This design comes from an exercise in tuning for small area on the open sky130 flow, not from production work. Where RTL was checked, it was by simulation tests only, not by an equivalence proof against the original. Power figures rest on the tool's default switching activity, not on a simulated workload.

## matrix_alu
module matrix_alu (
    input  logic        clk,
    input  logic        reset,
    input  logic        start,
    input  logic [2:0]  op,
    input  logic [15:0] a,
    input  logic [15:0] b,
    input  logic [3:0]  scalar,
    output logic [35:0] result,
    output logic [8:0]  det,
    output logic        singular,
    output logic        done
);
Size in the first run: ~650 cells after synthesis.
clock: 8.0 ns
lec_check: 0
cap_margin: 0
core_margin: 2
core_utilization: 40
cts_buf_list: sky130_fd_sc_hd__clkbuf_8
gpl_timing_driven: 0
slew_margin: 0
synth_hierarchical: 1
run.sh (not shown) runs the stock make flow with config.mk's settings and CLKGATE_MAP_FILE= SYNTH_SCRIPT=/design/flow/synth_recipe.tcl, a recipe that flattens the netlist after the stock synthesis.
Then changed:
==> flow/config.mk (replaced) <==
export PLATFORM = sky130hd
export DESIGN_NAME = matrix_alu
export DESIGN_NICKNAME = matrix_alu
export VERILOG_FILES = /design/flow/design.v
export SDC_FILE = /design/flow/constraint.sdc
export NUM_CORES = 4
export LEC_CHECK = 0
export CAP_MARGIN = 20
export CORE_MARGIN = 2
export CORE_UTILIZATION = 40
export SLEW_MARGIN = 20
export SYNTH_HIERARCHICAL = 1
Outcome: The new run ran to the end with no violations; count of clock-buffer cells in the layout climbs by 3; worst hold slack improves by 0.19 ns; clock skew stays the same; total power goes down by 2.9%.

========
Setup of wip/zinc:
Another version of the RTL of matrix_alu (not shown whole).
Size: roughly 36 flip-flops, about 5300 um2 of cells after synthesis.
Settings: LEC_CHECK=0, CAP_MARGIN=20, CORE_MARGIN=2, CORE_UTILIZATION=40, SLEW_MARGIN=20, SYNTH_HIERARCHICAL=1; clock period 8.0 ns.
standard.sh (not shown) runs the stock make flow with config.mk's settings and CLKGATE_MAP_FILE= SYNTH_SCRIPT=/design/flow/synth_recipe.tcl, a recipe that flattens the netlist after the stock synthesis.
==> flow/flow/run.sh <==
#!/bin/bash
set -euo pipefail
cd "$(dirname "$0")/.."
export BUFFER_PORTS_ARGS="-buffer_cell sky130_fd_sc_hd__buf_1"
export CTS_ARGS="-sink_clustering_enable -sink_clustering_size 10 -sink_clustering_max_diameter 50 -sink_clustering_levels 1 -repair_clock_nets -buf_list sky130_fd_sc_hd__clkbuf_4 -root_buf sky130_fd_sc_hd__clkbuf_8 -dont_use_dummy_load"
export GLOBAL_PLACEMENT_ARGS="-keep_resize_below_overflow 0"
bash standard.sh > standard.log 2>&1
--- input diff wip/zinc..wip/onyx ---
==> flow/flow/run.sh <==
#!/bin/bash
set -euo pipefail
cd "$(dirname "$0")/.."
export BUFFER_PORTS_ARGS="-buffer_cell sky130_fd_sc_hd__buf_1"
export CTS_ARGS="-repair_clock_nets -buf_list sky130_fd_sc_hd__clkbuf_4 -root_buf sky130_fd_sc_hd__clkbuf_4 -dont_use_dummy_load"
export GLOBAL_PLACEMENT_ARGS="-keep_resize_below_overflow 0"
bash standard.sh > standard.log 2>&1
==> comparison <==
wip/onyx has completed all stages; timing, DRC and antenna checks passed. Post-synthesis cell type count came out exactly the same in wip/onyx and wip/zinc. Re power spent charging and discharging nets: wip/onyx is 0.0000016 W up on wip/zinc. Where design area is concerned, wip/zinc is outperformed by wip/onyx. Re layout-stage area growth over the synthesis result: wip/onyx is 0.60 points down on wip/zinc. The run showing the smaller final core area utilization is wip/onyx. Clock network fraction of total power in wip/onyx vs wip/zinc: down 2.7 points. In the metrics for wip/onyx and wip/zinc, the one carrying the higher hold slack is wip/onyx. Reported for wip/onyx and wip/zinc, number of standard cells after synthesis turned out identical to the last digit. Cmp wip/onyx and wip/zinc / clock network area share / lower: wip/onyx.
Here is what was changed in the inputs of wip/umber compared with wip/onyx.
==> flow/flow/run.sh <==
#!/bin/bash
set -euo pipefail
cd "$(dirname "$0")/.."
export BUFFER_PORTS_ARGS="-buffer_cell sky130_fd_sc_hd__buf_1"
export CTS_ARGS="-sink_clustering_enable -repair_clock_nets -buf_list sky130_fd_sc_hd__clkbuf_8 -root_buf sky130_fd_sc_hd__clkbuf_8 -dont_use_dummy_load"
export GLOBAL_PLACEMENT_ARGS="-keep_resize_below_overflow 0"
bash standard.sh > standard.log 2>&1
--- outcome ---
- The total non-filler cell area in the finished layout reported for wip/umber is greater than that of wip/onyx by 0.54%.
- Looking at wip/umber and wip/onyx, the sequential share of layout area is a wash.
- Relative to wip/onyx, the worst max-slew margin expressed relative to the limit of wip/umber is higher by 0.19 points.
- Hold slack ends up higher on wip/onyx.
- [wip/umber] logic gate share of total power fell 1.9 points relative to wip/onyx
- Side by side, portion of the clock cycle consumed by the worst path in the final layout turned out lower in wip/umber than in wip/onyx.
- Re signed area change from the synthesized netlist to the final layout: wip/onyx was lower than wip/umber.
- wip/umber ends up with a utilization of the core after routing that is 0.25 points higher than in wip/onyx.
- Summary: clock period minus final worst setup slack, wip/umber better than wip/onyx
- Comparing wip/umber against wip/onyx, there is no change at all in number of instances in the synthesized netlist.

========
Setup of run a:
Another version of the RTL of matrix_alu (not shown whole).
Size: ~610 cells after synthesis, ~89 I/O pins.
==> flow/config.mk <==
export PLATFORM = sky130hd
export DESIGN_NAME = matrix_alu
export DESIGN_NICKNAME = matrix_alu
export VERILOG_FILES = /design/flow/design.v
export SDC_FILE = /design/flow/constraint.sdc
export NUM_CORES = 4
export LEC_CHECK = 0
export CAP_MARGIN = 20
export CORE_MARGIN = 2
export CORE_UTILIZATION = 40
export SLEW_MARGIN = 20
export SYNTH_HIERARCHICAL = 1
==> flow/constraint.sdc <==
create_clock -name core_clock -period 8.0 [get_ports {clk}]
set_input_delay 1.6000 -clock core_clock [delete_from_list [all_inputs] [get_ports {clk}]]
set_output_delay 1.6000 -clock core_clock [all_outputs]
set_load 0.01 [all_outputs]
==> flow/flow/run.sh <==
#!/bin/bash
set -euo pipefail
cd "$(dirname "$0")/.."
export BUFFER_PORTS_ARGS="-buffer_cell sky130_fd_sc_hd__buf_1"
export CTS_ARGS="-sink_clustering_enable -repair_clock_nets -buf_list sky130_fd_sc_hd__clkbuf_4 -dont_use_dummy_load"
bash standard.sh > standard.log 2>&1
> inputs changed (run a -> run b)
==> flow/flow/run.sh <==
#!/bin/bash
set -euo pipefail
cd "$(dirname "$0")/.."
export BUFFER_PORTS_ARGS="-buffer_cell sky130_fd_sc_hd__buf_1"
export CTS_ARGS="-repair_clock_nets -buf_list sky130_fd_sc_hd__clkbuf_8 -root_buf sky130_fd_sc_hd__clkbuf_8 -dont_use_dummy_load"
bash standard.sh > standard.log 2>&1
Per the comparison of run b with run a, total chip power grew by about 2%, part of the power in the clock network grew by 1.8 points, global-route usage held steady.
Lower layout overhead on the synthesized area among run a and run b: run a
No run of this note included a check of the RTL's function; only the layout flow was run.

========
matrix_alu, a different RTL version from the one above (not shown whole).
For scale: roughly 36 flip-flops, roughly 89 I/O pins, ~5700 µm² of cells after synthesis.
==> flow/config.mk <==
export PLATFORM = sky130hd
export DESIGN_NAME = matrix_alu
export DESIGN_NICKNAME = matrix_alu
export VERILOG_FILES = /design/flow/design.v
export SDC_FILE = /design/flow/constraint.sdc
export NUM_CORES = 4
export LEC_CHECK = 0
export CAP_MARGIN = 20
export CORE_MARGIN = 2
export CORE_UTILIZATION = 40
export SLEW_MARGIN = 20
export SYNTH_HIERARCHICAL = 1
==> flow/constraint.sdc <==
create_clock -name core_clock -period 8.0 [get_ports {clk}]
set_input_delay 1.6000 -clock core_clock [delete_from_list [all_inputs] [get_ports {clk}]]
set_output_delay 1.6000 -clock core_clock [all_outputs]
set_load 0.01 [all_outputs]
==> flow/flow/run.sh <==
#!/bin/bash
set -euo pipefail
cd "$(dirname "$0")/.."
export BUFFER_PORTS_ARGS="-buffer_cell sky130_fd_sc_hd__buf_1"
export CTS_ARGS="-sink_clustering_enable -sink_clustering_size 40 -sink_clustering_max_diameter 300 -repair_clock_nets -buf_list sky130_fd_sc_hd__clkbuf_8 -root_buf sky130_fd_sc_hd__clkbuf_8 -dont_use_dummy_load"
bash standard.sh > standard.log 2>&1
==> next run, changes <==
==> flow/flow/run.sh (replaced) <==
#!/bin/bash
set -euo pipefail
cd "$(dirname "$0")/.."
export BUFFER_PORTS_ARGS="-buffer_cell sky130_fd_sc_hd__buf_1"
export CTS_ARGS="-sink_clustering_enable -repair_clock_nets -buf_list sky130_fd_sc_hd__clkbuf_4 -dont_use_dummy_load"
bash standard.sh > standard.log 2>&1
What happened: Combinational power is about the same; clock-buffer cell count is unchanged; hold slack barely changes; cell area decreases by about 0.5%; clock power drops by 26%; non-clock buffer count does not change; final cell count stays the same.
==> next run, changes <==
==> flow/flow/run.sh (replaced) <==
#!/bin/bash
set -euo pipefail
cd "$(dirname "$0")/.."
export BUFFER_PORTS_ARGS="-buffer_cell sky130_fd_sc_hd__buf_1"
export CTS_ARGS="-sink_clustering_enable -sink_clustering_size 40 -sink_clustering_max_diameter 300 -repair_clock_nets -buf_list sky130_fd_sc_hd__clkbuf_4 -dont_use_dummy_load"
bash standard.sh > standard.log 2>&1
After rerunning: The changed run passed the timing, DRC and antenna checks; via count stays the same; setup slack stays the same; synthesized cell count stays the same; power does not change; worst hold slack does not change; non-clock buffer count is unchanged; routed wire length is unchanged.
==> next run, changes <==
==> flow/flow/run.sh (replaced) <==
#!/bin/bash
set -euo pipefail
cd "$(dirname "$0")/.."
export BUFFER_PORTS_ARGS="-buffer_cell sky130_fd_sc_hd__buf_1"
export CTS_ARGS="-sink_clustering_enable -repair_clock_nets -buf_list sky130_fd_sc_hd__clkbuf_4 -dont_use_dummy_load"
export GLOBAL_PLACEMENT_ARGS="-keep_resize_below_overflow 0"
bash standard.sh > standard.log 2>&1
- clock power stays flat
- total power hardly moves
- combinational power hardly moves
- worst setup slack degrades by 0.17 ns
- clock-buffer cell count does not change
- global-route usage rises by 0.16 points
- die area does not change
- worst hold slack gets better by 0.0035 ns
Function was not checked in any run of this note: the RTL went through the layout flow alone.

========
Another version of the RTL of matrix_alu (not shown whole).
Size: about 560 cells after synthesis, roughly 5200 µm² of cells after synthesis.
==> flow/config.mk <==
export PLATFORM = sky130hd
export DESIGN_NAME = matrix_alu
export DESIGN_NICKNAME = matrix_alu
export VERILOG_FILES = /design/flow/design.v
export SDC_FILE = /design/flow/constraint.sdc
export NUM_CORES = 4
export LEC_CHECK = 0
export CAP_MARGIN = 20
export CORE_MARGIN = 2
export CORE_UTILIZATION = 40
export SLEW_MARGIN = 20
export SYNTH_HIERARCHICAL = 1
==> flow/constraint.sdc <==
create_clock -name core_clock -period 8.0 [get_ports {clk}]
set_input_delay 1.6000 -clock core_clock [delete_from_list [all_inputs] [get_ports {clk}]]
set_output_delay 1.6000 -clock core_clock [all_outputs]
set_load 0.01 [all_outputs]
==> flow/flow/run.sh <==
#!/bin/bash
set -euo pipefail
cd "$(dirname "$0")/.."
export BUFFER_PORTS_ARGS="-buffer_cell sky130_fd_sc_hd__buf_1"
export CTS_ARGS="-sink_clustering_enable -repair_clock_nets -buf_list sky130_fd_sc_hd__clkbuf_8 -root_buf sky130_fd_sc_hd__clkbuf_8 -dont_use_dummy_load"
export GLOBAL_PLACEMENT_ARGS="-keep_resize_below_overflow 0"
bash standard.sh > standard.log 2>&1
The baseline completed with no timing, DRC or antenna violations.
Edit:
==> flow/flow/run.sh (replaced) <==
#!/bin/bash
set -euo pipefail
cd "$(dirname "$0")/.."
export BUFFER_PORTS_ARGS="-buffer_cell sky130_fd_sc_hd__buf_1"
export CTS_ARGS="-repair_clock_nets -buf_list sky130_fd_sc_hd__clkbuf_4 -root_buf sky130_fd_sc_hd__clkbuf_4 -dont_use_dummy_load"
export GLOBAL_PLACEMENT_ARGS="-keep_resize_below_overflow 0"
bash standard.sh > standard.log 2>&1
Effect: Maximum frequency is about the same. Non-clock buffer count does not change. Total power is lower by 3.5%. Cell area fell by 0.54%.
Edit:
- CORE_UTILIZATION: 40 -> 60
What happened: The changed run ran to the end with no violations. Sequential share of layout area rose by 0.18 points. Combinational power fell slightly. Synthesized cell count is unchanged. Core utilization rose by 21 points. Clock power rose slightly. Cell count fell by a little under a tenth.

========
matrix_alu with an RTL version that a note above also has.
Size in the first run: about 580 cells after synthesis, ~36 flip-flops, roughly 89 I/O pins.
clock: 8.0 ns
lec_check: 0
cap_margin: 20
core_margin: 2
core_utilization: 40
gpl_timing_driven: 0
slew_margin: 20
synth_hierarchical: 1
==> flow/flow/run.sh <==
#!/bin/bash
set -euo pipefail
cd "$(dirname "$0")/.."
export BUFFER_PORTS_ARGS="-buffer_cell sky130_fd_sc_hd__buf_1"
export CTS_ARGS="-sink_clustering_enable -repair_clock_nets -buf_list sky130_fd_sc_hd__clkbuf_4 -dont_use_dummy_load"
bash standard.sh > standard.log 2>&1
==> next run, changes <==
- CAP_MARGIN: 20 -> 0
- GPL_TIMING_DRIVEN: 0 -> not set
- SLEW_MARGIN: 20 -> 0
What happened: Synthesized area does not change; count of clock-buffer cells in the layout stays the same; final cell count came out lower by 2.7%; sequential power increases by about 3%; design area is lower by 1.9%; total power goes down by 7.3%; sequential cell count is unchanged; fmax is higher by 0.50%; via count is lower by 1.1%; wire length stays flat; worst setup slack gains 0.038 ns.
No functional check of the RTL was part of any run of this note.

afterwards: timing with drivers on the ports:
No port has a modelled driver above. Below, the same layouts with a new extraction and two added sets of constraints. Step 1: set_driving_cell puts a clkbuf_16 on clk and a buf_2 on each other input, an assumption about the parent block. Step 2 moves the port delays by t, midway between the first and last clock arrival at a register: inputs arrive t later, outputs are due t later. That takes back most of the time a late clock gives input paths. a / b / c = ideal / step 1 / step 2; a / b = the first two.
run	shift t [ns]	setup slack, ns	worst setup path after step 2	latest minus earliest clock arrival (ns)	slew at the worst register clock pin (ns)
the first run of note 1	0.306	0.209 / 0.185 / 0.491	register to output	0.010 / 0.010	0.08 / 0.08
the second run of note 1	0.310	0.278 / 0.241 / 0.551	register to output	0.002 / 0.003	0.05 / 0.05
wip/zinc	0.303	0.644 / 0.617 / 0.920	register to output	0.016 / 0.016	0.08 / 0.08
wip/onyx	0.370	0.519 / 0.495 / 0.866	register to output	0.023 / 0.023	0.12 / 0.12
wip/umber	0.303	0.644 / 0.617 / 0.920	register to output	0.016 / 0.016	0.08 / 0.08
run a	0.342	0.674 / 0.647 / 0.989	register to output	0.040 / 0.040	0.12 / 0.12
run b	0.299	0.721 / 0.691 / 0.990	register to output	0.026 / 0.025	0.08 / 0.08
the first run of note 4	0.294	0.626 / 0.604 / 0.898	register to output	0.021 / 0.021	0.08 / 0.08
the second run of note 4	0.344	0.540 / 0.520 / 0.864	register to output	0.033 / 0.034	0.11 / 0.11
the third run of note 4	0.344	0.540 / 0.520 / 0.864	register to output	0.033 / 0.034	0.11 / 0.11
the fourth run of note 4	0.340	0.365 / 0.342 / 0.682	register to output	0.015 / 0.015	0.10 / 0.10
the first run of note 5	0.310	0.435 / 0.410 / 0.720	register to output	0.015 / 0.015	0.07 / 0.07
the second run of note 5	0.359	0.427 / 0.403 / 0.762	register to output	0.032 / 0.031	0.11 / 0.11
the third run of note 5	0.350	0.395 / 0.370 / 0.720	register to output	0.017 / 0.016	0.10 / 0.10
the first run of note 6	0.331	0.503 / 0.483 / 0.814	register to output	0.029 / 0.029	0.11 / 0.11
the second run of note 6	0.344	0.540 / 0.520 / 0.864	register to output	0.033 / 0.034	0.11 / 0.11
After both steps setup and hold are still met in every run listed.
